Source: an optimization exercise on an open RTL-to-GDS flow (aim: small area, a short achievable clock period and few clock cycles per item). Production flows keep margins and buffers that such runs may drop. Function was checked by simulation only, so behaviour that the tests miss may differ from the original. No activity file was given, so power comes from the tool's default toggle rates.

==> flow/design.v (excerpt) <==
module voltage_sag_load_limiter #(
  parameter int AVG_DEPTH = 16,
  parameter int VREF_MV = 3300,
  parameter int DIVIDER_RATIO = 11
) (
  input  wire logic                            clk,
  input  wire logic                            rst,
  input  wire logic                            in_valid,
  output logic                                 in_stall,
  input  wire logic [18:0]                     in_data,
  output logic                                 out_valid,
  input  wire logic                            out_stall,
  output logic [42:0]                          out_data,
  input  wire logic                            cfg_we,
  input  wire logic [vsll_pkg::CFG_IDX_W-1:0]  cfg_index,
  input  wire logic [vsll_pkg::CFG_DATA_W-1:0] cfg_data
);
  logic [15:0] cfg_low, cfg_high, cfg_pdi, cfg_pul, cfg_puh, cfg_maxnn;
  logic [6:0]  cfg_ceil;
  logic [7:0]  cfg_cc;
  always_ff @(posedge clk) begin
    if (rst) begin
      cfg_low <= RST_LOW_THRESHOLD;
      cfg_high <= RST_HIGH_THRESHOLD;
      cfg_ceil <= RST_LIMIT_CEILING;
      cfg_cc <= RST_CONFIRM_CYCLES;
      cfg_pdi <= RST_PAUSE_DOWN_INIT;
      cfg_pul <= RST_PAUSE_UP_LOW;
      cfg_puh <= RST_PAUSE_UP_HIGH;
      cfg_maxnn <= RST_MAX_NO_NOMINAL;
    end else if (cfg_we) begin
      case (cfg_index)
        3'd0: cfg_low <= cfg_data;
        3'd1: cfg_high <= cfg_data;
        3'd2: cfg_ceil <= cfg_data[6:0];
        3'd3: cfg_cc <= cfg_data[7:0];
        3'd4: cfg_pdi <= cfg_data;
  ...
Size: ~2900 cells after synthesis, about 590 flip-flops, ~88 I/O pins, about 30000 um2 of cells after synthesis.
clock: 11.0 ns
lec_check: 0
cap_margin: 20
core_margin: 2
core_utilization: 40
cts_buf_list: sky130_fd_sc_hd__clkbuf_8 sky130_fd_sc_hd__clkbuf_16
cts_cluster_diameter: 80
cts_cluster_size: 20
place_density: 0.6
slew_margin: 20
standard.sh (not shown) runs the stock make flow with config.mk's settings and CLKGATE_MAP_FILE= SYNTH_SCRIPT=/design/flow/synth_recipe.tcl, a recipe that flattens the netlist after the stock synthesis.
==> flow/flow/run.sh <==
#!/bin/bash
# Standard layout, with two changes to how it is made (the clock period and every constraint
# stay as given): every port still gets a buffer, but a plain buf_2 instead of the default
# delay cell, and the timing repair aims at a tighter setup target than the clock period.
set -euo pipefail
bash standard.sh SETUP_SLACK_MARGIN=7 'BUFFER_PORTS_ARGS=-buffer_cell sky130_fd_sc_hd__buf_2' finish > standard_flow.log 2>&1
Testbench counts at the start, summed over its fixed seeds: cycles 8,192, items 8,000.
==> next run, changes <==
CORE_UTILIZATION = 55   (was 40)
CTS_CLUSTER_DIAMETER = 90   (was 80)
CTS_CLUSTER_SIZE = 26   (was 20)
PLACE_DENSITY = 0.7   (was 0.6)
Outcome:
- The new run ran to the end with no violations
- clock-buffer cell count shrinks by 12
- sequential cell count is unchanged
- hold slack improves by 0.0053 ns
- final area shrinks by 2.5%
==> next run, changes <==
CTS_CLUSTER_DIAMETER = 80   (was 90)
CTS_CLUSTER_SIZE = 20   (was 26)
The new run produced a clean layout.
Cell area came out higher by 0.81%.
Setup slack gets better by 0.026 ns.
First-iteration DRC count came out higher by 12%.
Maximum frequency grows by 0.67%.
Routed wire length grows by 0.79%.
Power rose by 2.4%.
Sequential share of layout area came out lower by 0.38 points.


## main
Starting RTL as in the previous note.
export LEC_CHECK = 0
export CAP_MARGIN = 20
export CORE_MARGIN = 2
export CORE_UTILIZATION = 40
export PLACE_DENSITY = 0.6
export SLEW_MARGIN = 20
create_clock -name core_clock -period 11.0 [get_ports {clk}]
Scripts as last shown in full above: flow/flow/run.sh
Testbench counts of main, summed over its fixed seeds: cycles 8,192, items 8,000.
Setup changes, main to the feature branch
--- a/flow/config.mk
+++ b/flow/config.mk
@@ -8,5 +8,6 @@
 export CAP_MARGIN = 20
 export CORE_MARGIN = 2
-export CORE_UTILIZATION = 40
-export PLACE_DENSITY = 0.6
+export CORE_UTILIZATION = 55
+export CTS_BUF_LIST = sky130_fd_sc_hd__clkbuf_4 sky130_fd_sc_hd__clkbuf_8
+export PLACE_DENSITY = 0.7
 export SLEW_MARGIN = 20
Notes after the runs:
Lower clock buffer instance count of the final layout among main and the feature branch: main. Delta (the feature branch minus main): fmax +1.1%; share of final-layout standard cells stronger than drive strength 1 increased 1.5 points; count of cell instances traversed by the critical path now sits lower; worst vdd rail ir drop climbed 56%. The feature branch leaves more setup margin than main. Biggest cell delay along the critical path | the feature branch below main. Across both runs, global-route wire length before repair was lower for the feature branch than for main.


Starting RTL as in the previous note.
// voltage_sag_load_limiter
module voltage_sag_load_limiter #(
  parameter int AVG_DEPTH = 16,
  parameter int VREF_MV = 3300,
  parameter int DIVIDER_RATIO = 11
) (
  input  wire logic                            clk,
  input  wire logic                            rst,
  input  wire logic                            in_valid,
  output logic                                 in_stall,
  input  wire logic [18:0]                     in_data,
  output logic                                 out_valid,
  input  wire logic                            out_stall,
  output logic [42:0]                          out_data,
  input  wire logic                            cfg_we,
  input  wire logic [vsll_pkg::CFG_IDX_W-1:0]  cfg_index,
  input  wire logic [vsll_pkg::CFG_DATA_W-1:0] cfg_data
);
==> flow/config.mk <==
export PLATFORM = sky130hd
export DESIGN_NAME = voltage_sag_load_limiter
export DESIGN_NICKNAME = voltage_sag_load_limiter
export VERILOG_FILES = /design/flow/design.v
export SDC_FILE = /design/flow/constraint.sdc
export NUM_CORES = 4
export LEC_CHECK = 0
export CAP_MARGIN = 20
export CORE_MARGIN = 2
export CORE_UTILIZATION = 55
export CTS_BUF_LIST = sky130_fd_sc_hd__clkbuf_8 sky130_fd_sc_hd__clkbuf_16
export CTS_CLUSTER_DIAMETER = 80
export CTS_CLUSTER_SIZE = 20
export PLACE_DENSITY = 0.7
export SLEW_MARGIN = 20
==> flow/constraint.sdc <==
create_clock -name core_clock -period 11.0 [get_ports {clk}]
set_input_delay 2.2000 -clock core_clock [delete_from_list [all_inputs] [get_ports {clk}]]
set_output_delay 2.2000 -clock core_clock [all_outputs]
set_load 0.01 [all_outputs]
==> flow/flow/run.sh <==
#!/bin/bash
# Standard layout, with two changes to how it is made (the clock period and every constraint
# stay as given): every port still gets a buffer, but a plain buf_2 instead of the default
# delay cell, and the timing repair aims at a tighter setup target than the clock period.
set -euo pipefail
bash standard.sh SETUP_SLACK_MARGIN=7.2 'BUFFER_PORTS_ARGS=-buffer_cell sky130_fd_sc_hd__buf_2' finish > standard_flow.log 2>&1
Testbench counts at the start, summed over its fixed seeds: cycles 8,192, items 8,000.
==> next run, changes <==
--- a/flow/flow/run.sh
+++ b/flow/flow/run.sh
@@ -4,3 +4,3 @@
 # delay cell, and the timing repair aims at a tighter setup target than the clock period.
 set -euo pipefail
-bash standard.sh SETUP_SLACK_MARGIN=7.2 'BUFFER_PORTS_ARGS=-buffer_cell sky130_fd_sc_hd__buf_2' finish > standard_flow.log 2>&1
+bash standard.sh SETUP_SLACK_MARGIN=7 'BUFFER_PORTS_ARGS=-buffer_cell sky130_fd_sc_hd__buf_2' finish > standard_flow.log 2>&1
Settings changed: CORE_UTILIZATION 55 to 40, CTS_BUF_LIST sky130_fd_sc_hd__clkbuf_8 sky130_fd_sc_hd__clkbuf_16 to sky130_fd_sc_hd__clkbuf_4 sky130_fd_sc_hd__clkbuf_8, CTS_CLUSTER_DIAMETER 80 to unset, CTS_CLUSTER_SIZE 20 to unset, PLACE_DENSITY 0.7 to 0.6.
Sequential power hardly moves.
Design area grows by 3.3%.
Sequential share of layout area fell by 1.5 points.
Via count is higher by 0.37%.
Total power climbs by 4.3%.
Wire length went up by 1.3%.
Die area is higher by 37%.
Synthesized area does not change.
==> next run, changes <==
Settings changed: CORE_UTILIZATION 40 to 65, CTS_BUF_LIST sky130_fd_sc_hd__clkbuf_4 sky130_fd_sc_hd__clkbuf_8 to sky130_fd_sc_hd__clkbuf_8 sky130_fd_sc_hd__clkbuf_16, CTS_CLUSTER_DIAMETER set to 80, CTS_CLUSTER_SIZE set to 20, PLACE_DENSITY 0.6 to 0.8.
Power went down by a little under a tenth.
Utilization rises by 26 points.
Cell area fell by a few percent.

[static timing again, ports no longer ideal]
Ports are ideal in the flow. The routed layouts listed here were re-timed in OpenROAD. Step 1 sets driving cells, clkbuf_16 on the clock port and buf_2 on the other inputs (assumed; they add their load-dependent delay and slew). Step 2 times the ports against the registers' clock, not the clock port: input delays grow and output delays shrink by t, the midpoint of the rising clock arrivals with the driver on. a / b / c = no drivers / after step 1 / after step 2; a / b = the first two.
run	t (ns)	setup WS [ns]	cell pins on the clock port's net
the first run of note 1	0.656	7.129 / 7.129 / 6.594	1
the second run of note 1	0.666	7.103 / 7.041 / 6.511	1
the third run of note 1	0.634	7.129 / 7.070 / 6.639	1
main	0.676	7.105 / 7.105 / 6.578	1
the feature branch	0.738	7.149 / 7.098 / 6.527	1
the first run of note 3	0.634	7.181 / 7.181 / 6.740	1
the second run of note 3	0.786	7.120 / 7.120 / 6.455	1
the third run of note 3	0.635	7.105 / 7.105 / 6.612	1
After both steps every run listed still meets setup and hold. The setup slack of the second run of note 3, which loses most, moves by 0.000 ns with the drivers and by -0.665 ns with both steps.
